This design comes from an exercise in tuning for small area on the open sky130 flow, not from production work. The RTL was checked by simulation tests, not by an equivalence proof against the original design. Power figures rest on the tool's default switching activity, not on a simulated workload.

// regfile_param
module regfile_param #(
  parameter int unsigned DATA_W   = 32,
  parameter int unsigned ADDR_W   = 5,
  parameter bit          ZERO_REG = 1'b1,
  parameter bit          BYPASS   = 1'b1,
  parameter bit          READ_REG = 1'b0
) (
  input  logic              clock,
  input  logic              ctrl_reset,
  input  logic              ctrl_writeEnable,
  input  logic [ADDR_W-1:0] ctrl_writeReg,
  input  logic [DATA_W-1:0] data_writeReg,
  input  logic [ADDR_W-1:0] ctrl_readRegA,
  input  logic [ADDR_W-1:0] ctrl_readRegB,
  input  logic              ctrl_clear,
  output logic [DATA_W-1:0] data_readRegA,
  output logic [DATA_W-1:0] data_readRegB,
  output logic              status_busy,
  output logic              status_writeDropped
);
  localparam int unsigned DEPTH = 1 << ADDR_W;
  logic [DATA_W-1:0] r_mem [1:DEPTH-1];
  logic [DATA_W-1:0] w_mem_nxt [1:DEPTH-1];
  logic [ADDR_W-1:0] r_ptr;
  logic              r_dropped;
  logic              w_busy;
  logic              w_wr_en;
  logic [ADDR_W-1:0] w_addr;
  logic              w_go;
  logic [DATA_W-1:0] w_col;
  logic [DEPTH-1:1]  w_set;
  logic [DEPTH-1:1]  w_hold;
  logic              w_hit_a;
  logic              w_hit_b;
  logic [DEPTH-1:0]  w_sel_a;
  logic [DEPTH-1:0]  w_sel_b;
  logic [3:0]        w_wlo_n, w_alo_n, w_blo_n;
  logic [7:0]        w_whi_n, w_ahi_n, w_bhi_n;
  assign w_busy = |r_ptr;
  always_ff @(posedge clock) begin
    if (ctrl_reset) begin
      r_ptr <= '0;
    end else if (w_busy) begin
      r_ptr <= r_ptr + ADDR_W'(1);
    end else begin
      r_ptr <= {{(ADDR_W-1){1'b0}}, ctrl_clear};
    end
  end
  always_ff @(posedge clock) begin
    r_dropped <= !ctrl_reset && ctrl_writeEnable && w_busy;
  end
  assign w_wr_en = ctrl_writeEnable && !w_busy && !ctrl_reset && (ctrl_writeReg != '0);
  assign w_addr = w_busy ? r_ptr : ctrl_writeReg;
  assign w_go   = w_busy || ctrl_writeEnable;
  assign w_col  = data_writeReg & {DATA_W{!(w_busy || ctrl_reset)}};
  rf_dec_lo u_wdec_lo (.a(w_addr[1:0]), .y_n(w_wlo_n));
  rf_dec_hi u_wdec_hi (.a(w_addr[4:2]), .en(w_go), .y_n(w_whi_n));
  for (genvar k = 1; k < DEPTH; k++) begin : g_row
    rf_nor2 u_set  (.a(w_wlo_n[k%4]), .b(w_whi_n[k/4]), .y(w_set[k]));
    rf_nor2 u_hold (.a(w_set[k]), .b(ctrl_reset), .y(w_hold[k]));
    for (genvar b = 0; b < DATA_W; b++) begin : g_b
  ...
For scale: about 38000 sq um of cells after synthesis.
==> flow/config.mk <==
export PLATFORM = sky130hd
export DESIGN_NAME = regfile_param
export DESIGN_NICKNAME = regfile_param
export VERILOG_FILES = /design/flow/design.v
export SDC_FILE = /design/flow/constraint.sdc
export NUM_CORES = 4
export LEC_CHECK = 0
export CAP_MARGIN = 20
export CORE_MARGIN = 2
export CORE_UTILIZATION = 40
export SETUP_SLACK_MARGIN = 0.1
export SLEW_MARGIN = 20
export SYNTH_HIERARCHICAL = 1
export SYNTH_MINIMUM_KEEP_SIZE = 0
==> flow/constraint.sdc <==
create_clock -name core_clock -period 7.0 [get_ports {clock}]
set_input_delay 1.4000 -clock core_clock [delete_from_list [all_inputs] [get_ports {clock}]]
set_output_delay 1.4000 -clock core_clock [all_outputs]
set_load 0.01 [all_outputs]
run.sh (not shown) runs the stock make flow with config.mk's settings and CLKGATE_MAP_FILE= SYNTH_SCRIPT=/design/flow/synth_recipe.tcl, a recipe that flattens the netlist after the stock synthesis.
The baseline completed with no timing, DRC or antenna violations.
==> next run, changes <==
==> flow/flow/run.sh (new file) <==
#!/bin/bash
# The standard layout (standard.sh, unchanged synthesis, floorplan, power grid
# and tap cells), with two changes passed to ORFS:
#  - clock tree synthesis without dummy loads, built from clkbuf_8 with sink
#    clusters of at most 15 flops within 60 um;
#  - port buffers made with buf_2 instead of the default delay buffer.
# The make output goes to flow_make.log; ORFS writes each step's log under orfs/logs.
set -euo pipefail
bash standard.sh \
  "CTS_ARGS=-sink_clustering_enable -repair_clock_nets -dont_use_dummy_load -buf_list sky130_fd_sc_hd__clkbuf_8 -sink_clustering_size 15 -sink_clustering_max_diameter 60" \
  "BUFFER_PORTS_ARGS=-buffer_cell sky130_fd_sc_hd__buf_2" \
  finish > flow_make.log 2>&1
==> flow/standard.sh (new file) <==
#!/bin/bash
# synth_recipe.tcl (not shown) runs the flow's synth.tcl, then flattens the netlist and writes it again
# the make line also repeats each setting of config.mk as NAME=value (left out here)
make -C /OpenROAD-flow-scripts/flow DESIGN_CONFIG=/design/flow/config.mk WORK_HOME=/design/flow/orfs CLKGATE_MAP_FILE= SYNTH_SCRIPT=/design/flow/synth_recipe.tcl "${@:-finish}"
removed: flow/run.sh
Die area stays the same; sequential share of layout area is higher by 4.2 points; cell area shrinks by 9.3%; synthesized cell count stays the same; total power drops by 23%; clock power shrinks by 49%; area after synthesis is unchanged; wire length drops by 8.2%; utilization came out lower by 4.8 points; final cell count fell by 4.0%.
==> next run, changes <==
==> flow/flow/run.sh (replaced) <==
#!/bin/bash
# The standard layout (standard.sh, unchanged synthesis, floorplan, power grid
# and tap cells), with two changes passed to ORFS:
#  - clock tree synthesis without dummy loads, built from clkbuf_8;
#  - port buffers made with buf_2 instead of the default delay buffer.
# The make output goes to flow_make.log; ORFS writes each step's log under orfs/logs.
set -euo pipefail
bash standard.sh \
  "CTS_ARGS=-sink_clustering_enable -repair_clock_nets -dont_use_dummy_load -buf_list sky130_fd_sc_hd__clkbuf_8" \
  "BUFFER_PORTS_ARGS=-buffer_cell sky130_fd_sc_hd__buf_2" \
  finish > flow_make.log 2>&1
Result: Worst setup slack gets worse by 0.11 ns. Hold slack hardly moves. Register-to-register slack gets worse by 0.05 ns. Wire length grows by 0.98%. Area after synthesis stays the same. Via count grows by about 1.2%. Die area does not change. Power grows by about 12%. Final area grows by about 2.4%. Flip-flop and latch count does not change.

* * *

regfile_param, a different RTL version from the one above (not shown whole).
For scale: about 1,000 flip-flops, ~120 I/O pins, ~0.039 mm² of cells after synthesis.
// regfile_param
module regfile_param #(
  parameter int unsigned DATA_W   = 32,
  parameter int unsigned ADDR_W   = 5,
  parameter bit          ZERO_REG = 1'b1,
  parameter bit          BYPASS   = 1'b1,
  parameter bit          READ_REG = 1'b0
) (
  input  logic              clock,
  input  logic              ctrl_reset,
  input  logic              ctrl_writeEnable,
  input  logic [ADDR_W-1:0] ctrl_writeReg,
  input  logic [DATA_W-1:0] data_writeReg,
  input  logic [ADDR_W-1:0] ctrl_readRegA,
  input  logic [ADDR_W-1:0] ctrl_readRegB,
  input  logic              ctrl_clear,
  output logic [DATA_W-1:0] data_readRegA,
  output logic [DATA_W-1:0] data_readRegB,
  output logic              status_busy,
  output logic              status_writeDropped
);
clock: 7.0 ns
lec_check: 0
cap_margin: 10
core_margin: 2
core_utilization: 40
place_density: 0.7
setup_slack_margin: 0.1
slew_margin: 10
synth_hierarchical: 1
synth_minimum_keep_size: 0
standard.sh (not shown) runs the stock make flow with config.mk's settings and CLKGATE_MAP_FILE= SYNTH_SCRIPT=/design/flow/synth_recipe.tcl, a recipe that flattens the netlist after the stock synthesis.
==> flow/flow/run.sh <==
#!/bin/bash
# The standard layout (standard.sh, unchanged synthesis, floorplan, power grid
# and tap cells), with two changes passed to ORFS:
#  - clock tree synthesis without dummy loads, built from clkbuf_8 with sink
#    clusters of at most 15 flops within 60 um;
#  - port buffers made with buf_2 instead of the default delay buffer.
# The make output goes to flow_make.log; ORFS writes each step's log under orfs/logs.
set -euo pipefail
bash standard.sh \
  "CTS_ARGS=-sink_clustering_enable -repair_clock_nets -dont_use_dummy_load -buf_list sky130_fd_sc_hd__clkbuf_8 -sink_clustering_size 15 -sink_clustering_max_diameter 60" \
  "BUFFER_PORTS_ARGS=-buffer_cell sky130_fd_sc_hd__buf_2" \
  finish > flow_make.log 2>&1
Then changed:
CAP_MARGIN = 20   (was 10)
PLACE_DENSITY = not set   (was 0.7)
SLEW_MARGIN = 20   (was 10)
Outcome: Non-clock buffer count increases by 8. Global-route usage increases by 0.62 points. Worst setup slack loses 0.047 ns. Die area is unchanged. Total power is about the same. Routed wire length increases by about 1%. Clock power hardly moves. Via count decreases by about 3.2%.

==> what the ideal ports hide <==
In the flow no input, the clock included, has a driving cell. The finished layouts below were timed again as built, in two steps. Step 1 sets driving cells, clkbuf_16 on the clock port and buf_2 on the other inputs (assumed; they add their load-dependent delay and slew). Step 2 times the ports against the registers' clock, not the clock port: input delays grow and output delays shrink by t, the midpoint of the rising clock arrivals with the driver on. a / b / c = ideal ports / drivers / drivers and shift; a / b = the first two.
run	shift t [ns]	setup slack, ns	hold slack, ns
the first run of note 1	0.758	0.050 / 0.027 / 0.027	0.497 / 0.497 / 0.497
the second run of note 1	0.798	0.267 / 0.245 / 0.245	0.498 / 0.498 / 0.498
the third run of note 1	0.897	0.154 / 0.132 / 0.132	0.495 / 0.495 / 0.495
the first run of note 2	0.806	0.148 / 0.109 / 0.109	0.499 / 0.499 / 0.499
the second run of note 2	0.781	0.101 / 0.080 / 0.080	0.503 / 0.503 / 0.503
After both steps setup and hold are still met in every run listed. For the first run of note 2, which loses most, drivers alone change the setup slack by -0.039 ns; drivers and shift together by -0.039 ns.
